Source: an optimization exercise on an open RTL-to-GDS flow (aim: small area). Production flows keep margins and buffers that such runs may drop. Function was checked by simulation only, so behaviour that the tests miss may differ from the original. No activity file was given, so power comes from the tool's default toggle rates. The flow treats the clock pin as an ideal source, which a real chip does not have.

==> flow/design.v <==
module conv_interleaver_commutator #(
  parameter int unsigned WIDTH    = 8,
  parameter int unsigned BRANCHES = 12,
  parameter int unsigned DEPTH_M  = 8
) (
  input  logic             clk,
  input  logic             reset,
  input  logic             in_valid,
  input  logic [WIDTH-1:0] in_data,
  input  logic             in_sync,
  output logic             in_ready,
  input  logic             out_ready,
  output logic             out_valid,
  output logic [WIDTH-1:0] out_data,
  output logic             out_sync,
  output logic [3:0]       out_branch,
  output logic             sync_err
);
  logic [3:0]       r_cnt;
  logic             r_out_valid;
  logic [WIDTH-1:0] r_out_data;
  logic             r_out_sync;
  logic [3:0]       r_out_branch;
  logic             r_sync_err;
  logic             w_accept;
  logic             w_misalign;
  logic [3:0]       w_branch;
  logic [3:0]       w_cnt_next;
  logic [BRANCHES-1:0][WIDTH-1:0] w_rd_data;
  logic [BRANCHES-1:0]            w_full;
  assign in_ready   = out_ready | ~r_out_valid;
  assign w_accept   = in_valid & in_ready;
  assign w_misalign = in_sync & (r_cnt != '0);
  assign w_branch   = w_misalign ? '0 : r_cnt;
  always_comb begin
    w_cnt_next = r_cnt + 4'd1;
    if (w_misalign)
      w_cnt_next = 4'd1;
    else if (r_cnt == 4'(BRANCHES - 1))
      w_cnt_next = '0;
  end
  assign w_rd_data[0] = in_data;
  assign w_full[0]    = 1'b1;
  for (genvar b = 1; b < BRANCHES; b++) begin : g_branch
    localparam int unsigned DEP = b * DEPTH_M;
    localparam int unsigned W   = $clog2(DEP + 1);
    localparam bit          POW = (DEP == (1 << (W - 1)));
    localparam logic [W-1:0] FILL0 = POW ? '0 : W'((1 << W) - DEP);
    logic [DEP*WIDTH-1:0] r_sr;
    logic [W-1:0]         r_fill;
    logic                 w_sel;
    assign w_sel        = w_accept && (w_branch == 4'(b));
    assign w_full[b]    = POW ? r_fill[W-1] : (r_fill == '0);
    assign w_rd_data[b] = r_sr[DEP*WIDTH-1 -: WIDTH];
    always_ff @(posedge clk) begin
      if (w_sel) r_sr <= {r_sr[(DEP-1)*WIDTH-1:0], in_data};
    end
    always_ff @(posedge clk or negedge reset) begin
      if (!reset)                   r_fill <= FILL0;
      else if (w_sel && !w_full[b]) r_fill <= r_fill + 1'b1;
    end
  end
  always_ff @(posedge clk or negedge reset) begin
    if (!reset) begin
      r_cnt        <= '0;
      r_out_valid  <= 1'b0;
      r_sync_err   <= 1'b0;
    end else if (w_accept) begin
      r_cnt        <= w_cnt_next;
      r_out_valid  <= 1'b1;
      r_sync_err   <= w_misalign;
    end else if (out_ready) begin
      r_out_valid  <= 1'b0;
      r_sync_err   <= 1'b0;
    end
  end
  always_ff @(posedge clk) begin
    if (w_accept) begin
      r_out_data   <= w_rd_data[w_branch] & {WIDTH{w_full[w_branch]}};
      r_out_sync   <= in_sync;
      r_out_branch <= w_branch;
    end
  end
  assign out_valid  = r_out_valid;
  assign out_data   = r_out_data;
  assign out_sync   = r_out_sync;
  assign out_branch = r_out_branch;
  assign sync_err   = r_sync_err;
endmodule
==> flow/config.mk <==
export PLATFORM = sky130hd
export DESIGN_NAME = conv_interleaver_commutator
export DESIGN_NICKNAME = conv_interleaver_commutator
export VERILOG_FILES = /design/flow/design.v
export SDC_FILE = /design/flow/constraint.sdc
export NUM_CORES = 4
export LEC_CHECK = 0
export CAP_MARGIN = 20
export CORE_MARGIN = 2
export CORE_UTILIZATION = 65
export SLEW_MARGIN = 20
==> flow/constraint.sdc <==
create_clock -name core_clock -period 8.0 [get_ports {clk}]
set_input_delay 1.6000 -clock core_clock [delete_from_list [all_inputs] [get_ports {clk}]]
set_output_delay 1.6000 -clock core_clock [all_outputs]
set_load 0.01 [all_outputs]
standard.sh (not shown) runs the stock make flow with config.mk's settings and CLKGATE_MAP_FILE= SYNTH_SCRIPT=/design/flow/synth_recipe.tcl, a recipe that flattens the netlist after the stock synthesis.
==> flow/flow/run.sh <==
#!/bin/bash
# The standard layout, with two changes: clock tree synthesis clusters up to 30 sinks within
# 100 um per leaf buffer and inserts no dummy loads, and the port buffers are buf_1 cells.
set -euo pipefail
export CTS_ARGS="-sink_clustering_enable -repair_clock_nets -sink_clustering_size 30 -sink_clustering_max_diameter 100 -dont_use_dummy_load"
export BUFFER_PORTS_ARGS="-buffer_cell sky130_fd_sc_hd__buf_1"
bash standard.sh > standard.log 2>&1
Rerun with:
--- a/flow/design.v
+++ b/flow/design.v
@@ -13,35 +13,28 @@
   output logic             out_valid,
   output logic [WIDTH-1:0] out_data,
   output logic             out_sync,
   output logic [3:0]       out_branch,
   output logic             sync_err
 );
-  logic [3:0]       r_cnt;
   logic             r_out_valid;
   logic [WIDTH-1:0] r_out_data;
   logic             r_out_sync;
   logic [3:0]       r_out_branch;
   logic             r_sync_err;
   logic             w_accept;
+  logic [3:0]       w_cnt;
   logic             w_misalign;
   logic [3:0]       w_branch;
-  logic [3:0]       w_cnt_next;
   logic [BRANCHES-1:0][WIDTH-1:0] w_rd_data;
   logic [BRANCHES-1:0]            w_full;
   assign in_ready   = out_ready | ~r_out_valid;
   assign w_accept   = in_valid & in_ready;
-  assign w_misalign = in_sync & (r_cnt != '0);
-  assign w_branch   = w_misalign ? '0 : r_cnt;
-  always_comb begin
-    w_cnt_next = r_cnt + 4'd1;
-    if (w_misalign)
-      w_cnt_next = 4'd1;
-    else if (r_cnt == 4'(BRANCHES - 1))
-      w_cnt_next = '0;
-  end
+  assign w_cnt      = (r_out_branch == 4'(BRANCHES - 1)) ? '0 : r_out_branch + 4'd1;
+  assign w_misalign = in_sync & (w_cnt != '0);
+  assign w_branch   = w_misalign ? '0 : w_cnt;
   assign w_rd_data[0] = in_data;
   assign w_full[0]    = 1'b1;
   for (genvar b = 1; b < BRANCHES; b++) begin : g_branch
     localparam int unsigned DEP = b * DEPTH_M;
     localparam int unsigned W   = $clog2(DEP + 1);
     localparam bit          POW = (DEP == (1 << (W - 1)));
@@ -59,29 +52,28 @@
       if (!reset)                   r_fill <= FILL0;
       else if (w_sel && !w_full[b]) r_fill <= r_fill + 1'b1;
     end
   end
   always_ff @(posedge clk or negedge reset) begin
     if (!reset) begin
-      r_cnt        <= '0;
       r_out_valid  <= 1'b0;
+      r_out_branch <= 4'(BRANCHES - 1);
       r_sync_err   <= 1'b0;
     end else if (w_accept) begin
-      r_cnt        <= w_cnt_next;
       r_out_valid  <= 1'b1;
+      r_out_branch <= w_branch;
       r_sync_err   <= w_misalign;
     end else if (out_ready) begin
       r_out_valid  <= 1'b0;
       r_sync_err   <= 1'b0;
     end
   end
   always_ff @(posedge clk) begin
     if (w_accept) begin
       r_out_data   <= w_rd_data[w_branch] & {WIDTH{w_full[w_branch]}};
       r_out_sync   <= in_sync;
-      r_out_branch <= w_branch;
     end
   end
   assign out_valid  = r_out_valid;
   assign out_data   = r_out_data;
   assign out_sync   = r_out_sync;
   assign out_branch = r_out_branch;
Flip-flop and latch count came out lower by 4.
Die area stays flat.
Via count came out higher by 0.50%.
Final area hardly moves.
Core utilization is about the same.
Setup slack improves by 0.050 ns.
Cell count stays flat.
Clock power is about the same.
Routed wire length came out higher by 2.9%.
Power came out lower by 3.4%.
Fmax came out higher by 1.1%.
Synthesized area is about the same.
Worst hold slack improves by 0.034 ns.
Non-clock buffer count came out higher by 6.

Another version of the RTL of conv_interleaver_commutator (not shown whole).
Size in the first run: roughly 4600 cells after synthesis, about 0.13 sq mm of cells after synthesis.
==> module conv_interleaver_commutator, before the edit <==
module conv_interleaver_commutator #(
  parameter int unsigned WIDTH    = 8,
  parameter int unsigned BRANCHES = 12,
  parameter int unsigned DEPTH_M  = 8
) (
  input  logic             clk,
  input  logic             reset,
  input  logic             in_valid,
  input  logic [WIDTH-1:0] in_data,
  input  logic             in_sync,
  output logic             in_ready,
  input  logic             out_ready,
  output logic             out_valid,
  output logic [WIDTH-1:0] out_data,
  output logic             out_sync,
  output logic [3:0]       out_branch,
  output logic             sync_err
);
  logic             r_out_valid;
  logic [WIDTH-1:0] r_out_data;
  logic             r_out_sync;
  logic [3:0]       r_out_branch;
  logic             r_sync_err;
  logic             w_accept;
  logic [3:0]       w_cnt;
  logic             w_misalign;
  logic [3:0]       w_branch;
  logic [BRANCHES-1:0][WIDTH-1:0] w_rd_data;
  logic [BRANCHES-1:0]            w_full;
  assign in_ready   = out_ready | ~r_out_valid;
  assign w_accept   = in_valid & in_ready;
  assign w_cnt      = (r_out_branch == 4'(BRANCHES - 1)) ? '0 : r_out_branch + 4'd1;
  assign w_misalign = in_sync & (w_cnt != '0);
  assign w_branch   = w_misalign ? '0 : w_cnt;
  assign w_rd_data[0] = in_data;
  assign w_full[0]    = 1'b1;
  for (genvar b = 1; b < BRANCHES; b++) begin : g_branch
    localparam int unsigned DEP = b * DEPTH_M;
    localparam int unsigned W   = $clog2(DEP + 1);
    localparam bit          POW = (DEP == (1 << (W - 1)));
    localparam logic [W-1:0] FILL0 = POW ? '0 : W'((1 << W) - DEP);
    logic [DEP*WIDTH-1:0] r_sr;
    logic [W-1:0]         r_fill;
    logic                 w_sel;
    assign w_sel        = w_accept && (w_branch == 4'(b));
    assign w_full[b]    = POW ? r_fill[W-1] : (r_fill == '0);
    assign w_rd_data[b] = r_sr[DEP*WIDTH-1 -: WIDTH];
    always_ff @(posedge clk) begin
      if (w_sel) r_sr <= {r_sr[(DEP-1)*WIDTH-1:0], in_data};
    end
    logic [W-1:0] w_fill_next;
    always_comb begin
      logic t;
      t = w_sel & ~w_full[b];
      for (int i = 0; i < W; i++) begin
        w_fill_next[i] = r_fill[i] ^ t;
        t = t & r_fill[i];
      end
    end
    always_ff @(posedge clk or negedge reset) begin
      if (!reset)                   r_fill <= FILL0;
      else                          r_fill <= w_fill_next;
    end
  end
  always_ff @(posedge clk or negedge reset) begin
    if (!reset) begin
      r_out_valid  <= 1'b0;
      r_out_branch <= 4'(BRANCHES - 1);
      r_sync_err   <= 1'b0;
    end else if (w_accept) begin
      r_out_valid  <= 1'b1;
      r_out_branch <= w_branch;
      r_sync_err   <= w_misalign;
    end else if (out_ready) begin
      r_out_valid  <= 1'b0;
      r_sync_err   <= 1'b0;
    end
  end
  always_ff @(posedge clk) begin
    if (w_accept) begin
      r_out_data   <= w_rd_data[w_branch] & {WIDTH{w_full[w_branch]}};
      r_out_sync   <= in_sync;
    end
  end
  assign out_valid  = r_out_valid;
  assign out_data   = r_out_data;
  assign out_sync   = r_out_sync;
  assign out_branch = r_out_branch;
  assign sync_err   = r_sync_err;
endmodule
export LEC_CHECK = 0
export CAP_MARGIN = 20
export CORE_MARGIN = 2
export CORE_UTILIZATION = 65
export SLEW_MARGIN = 20
create_clock -name core_clock -period 8.0 [get_ports {clk}]
==> flow/flow/run.sh <==
#!/bin/bash
# The standard layout, with two changes: clock tree synthesis clusters up to 30 sinks within
# 80 um per leaf buffer, builds the upper tree from clkbuf_4 cells and inserts no dummy loads;
# and the port buffers are buf_1 cells.
set -euo pipefail
export CTS_ARGS="-sink_clustering_enable -repair_clock_nets -sink_clustering_size 30 -sink_clustering_max_diameter 80 -tree_buf sky130_fd_sc_hd__clkbuf_4 -dont_use_dummy_load"
export BUFFER_PORTS_ARGS="-buffer_cell sky130_fd_sc_hd__buf_1"
bash standard.sh > standard.log 2>&1
Change:
--- a/flow/design.v
+++ b/flow/design.v
@@ -46,22 +46,13 @@
     assign w_full[b]    = POW ? r_fill[W-1] : (r_fill == '0);
     assign w_rd_data[b] = r_sr[DEP*WIDTH-1 -: WIDTH];
     always_ff @(posedge clk) begin
       if (w_sel) r_sr <= {r_sr[(DEP-1)*WIDTH-1:0], in_data};
     end
-    logic [W-1:0] w_fill_next;
-    always_comb begin
-      logic t;
-      t = w_sel & ~w_full[b];
-      for (int i = 0; i < W; i++) begin
-        w_fill_next[i] = r_fill[i] ^ t;
-        t = t & r_fill[i];
-      end
-    end
     always_ff @(posedge clk or negedge reset) begin
       if (!reset)                   r_fill <= FILL0;
-      else                          r_fill <= w_fill_next;
+      else if (w_sel && !w_full[b]) r_fill <= r_fill + 1'b1;
     end
   end
   always_ff @(posedge clk or negedge reset) begin
     if (!reset) begin
       r_out_valid  <= 1'b0;
What happened: Design area climbs by about 0.4%; clock power barely changes; worst hold slack is about the same; critical path depth drops by 2; worst setup slack gains 770 ps.

## separate check: timing with driven ports
In the flow no input, the clock included, has a driving cell. The finished layouts below were timed again as built, in two steps. Step 1: set_driving_cell puts a clkbuf_16 on clk and a buf_2 on each other input, an assumption about the parent block. Step 2, shift: input delay + t, output delay - t, t = (earliest + latest rising clock arrival at the registers) / 2. This alone moves slack from input paths to output paths. Slacks: ideal ports / drivers / drivers and shift; pairs: ideal ports / drivers.
run | t, ns | setup slack, ns | worst slew at a driven data input, ns | cell pins on the clock port's net
the first run of note 1 | 0.869 | 3.503 / 3.560 / 2.691 | 0.04 | 1
the second run of note 1 | 0.879 | 3.553 / 3.600 / 2.721 | 0.05 | 1
the first run of note 2 | 1.026 | 2.918 / 2.918 / 2.616 | 0.03 | 1
the second run of note 2 | 1.010 | 3.685 / 3.728 / 2.718 | 0.06 | 1
After both steps every run listed still meets setup and hold. The setup slack of the second run of note 2, which loses most, moves by +0.043 ns with the drivers and by -0.967 ns with both steps.
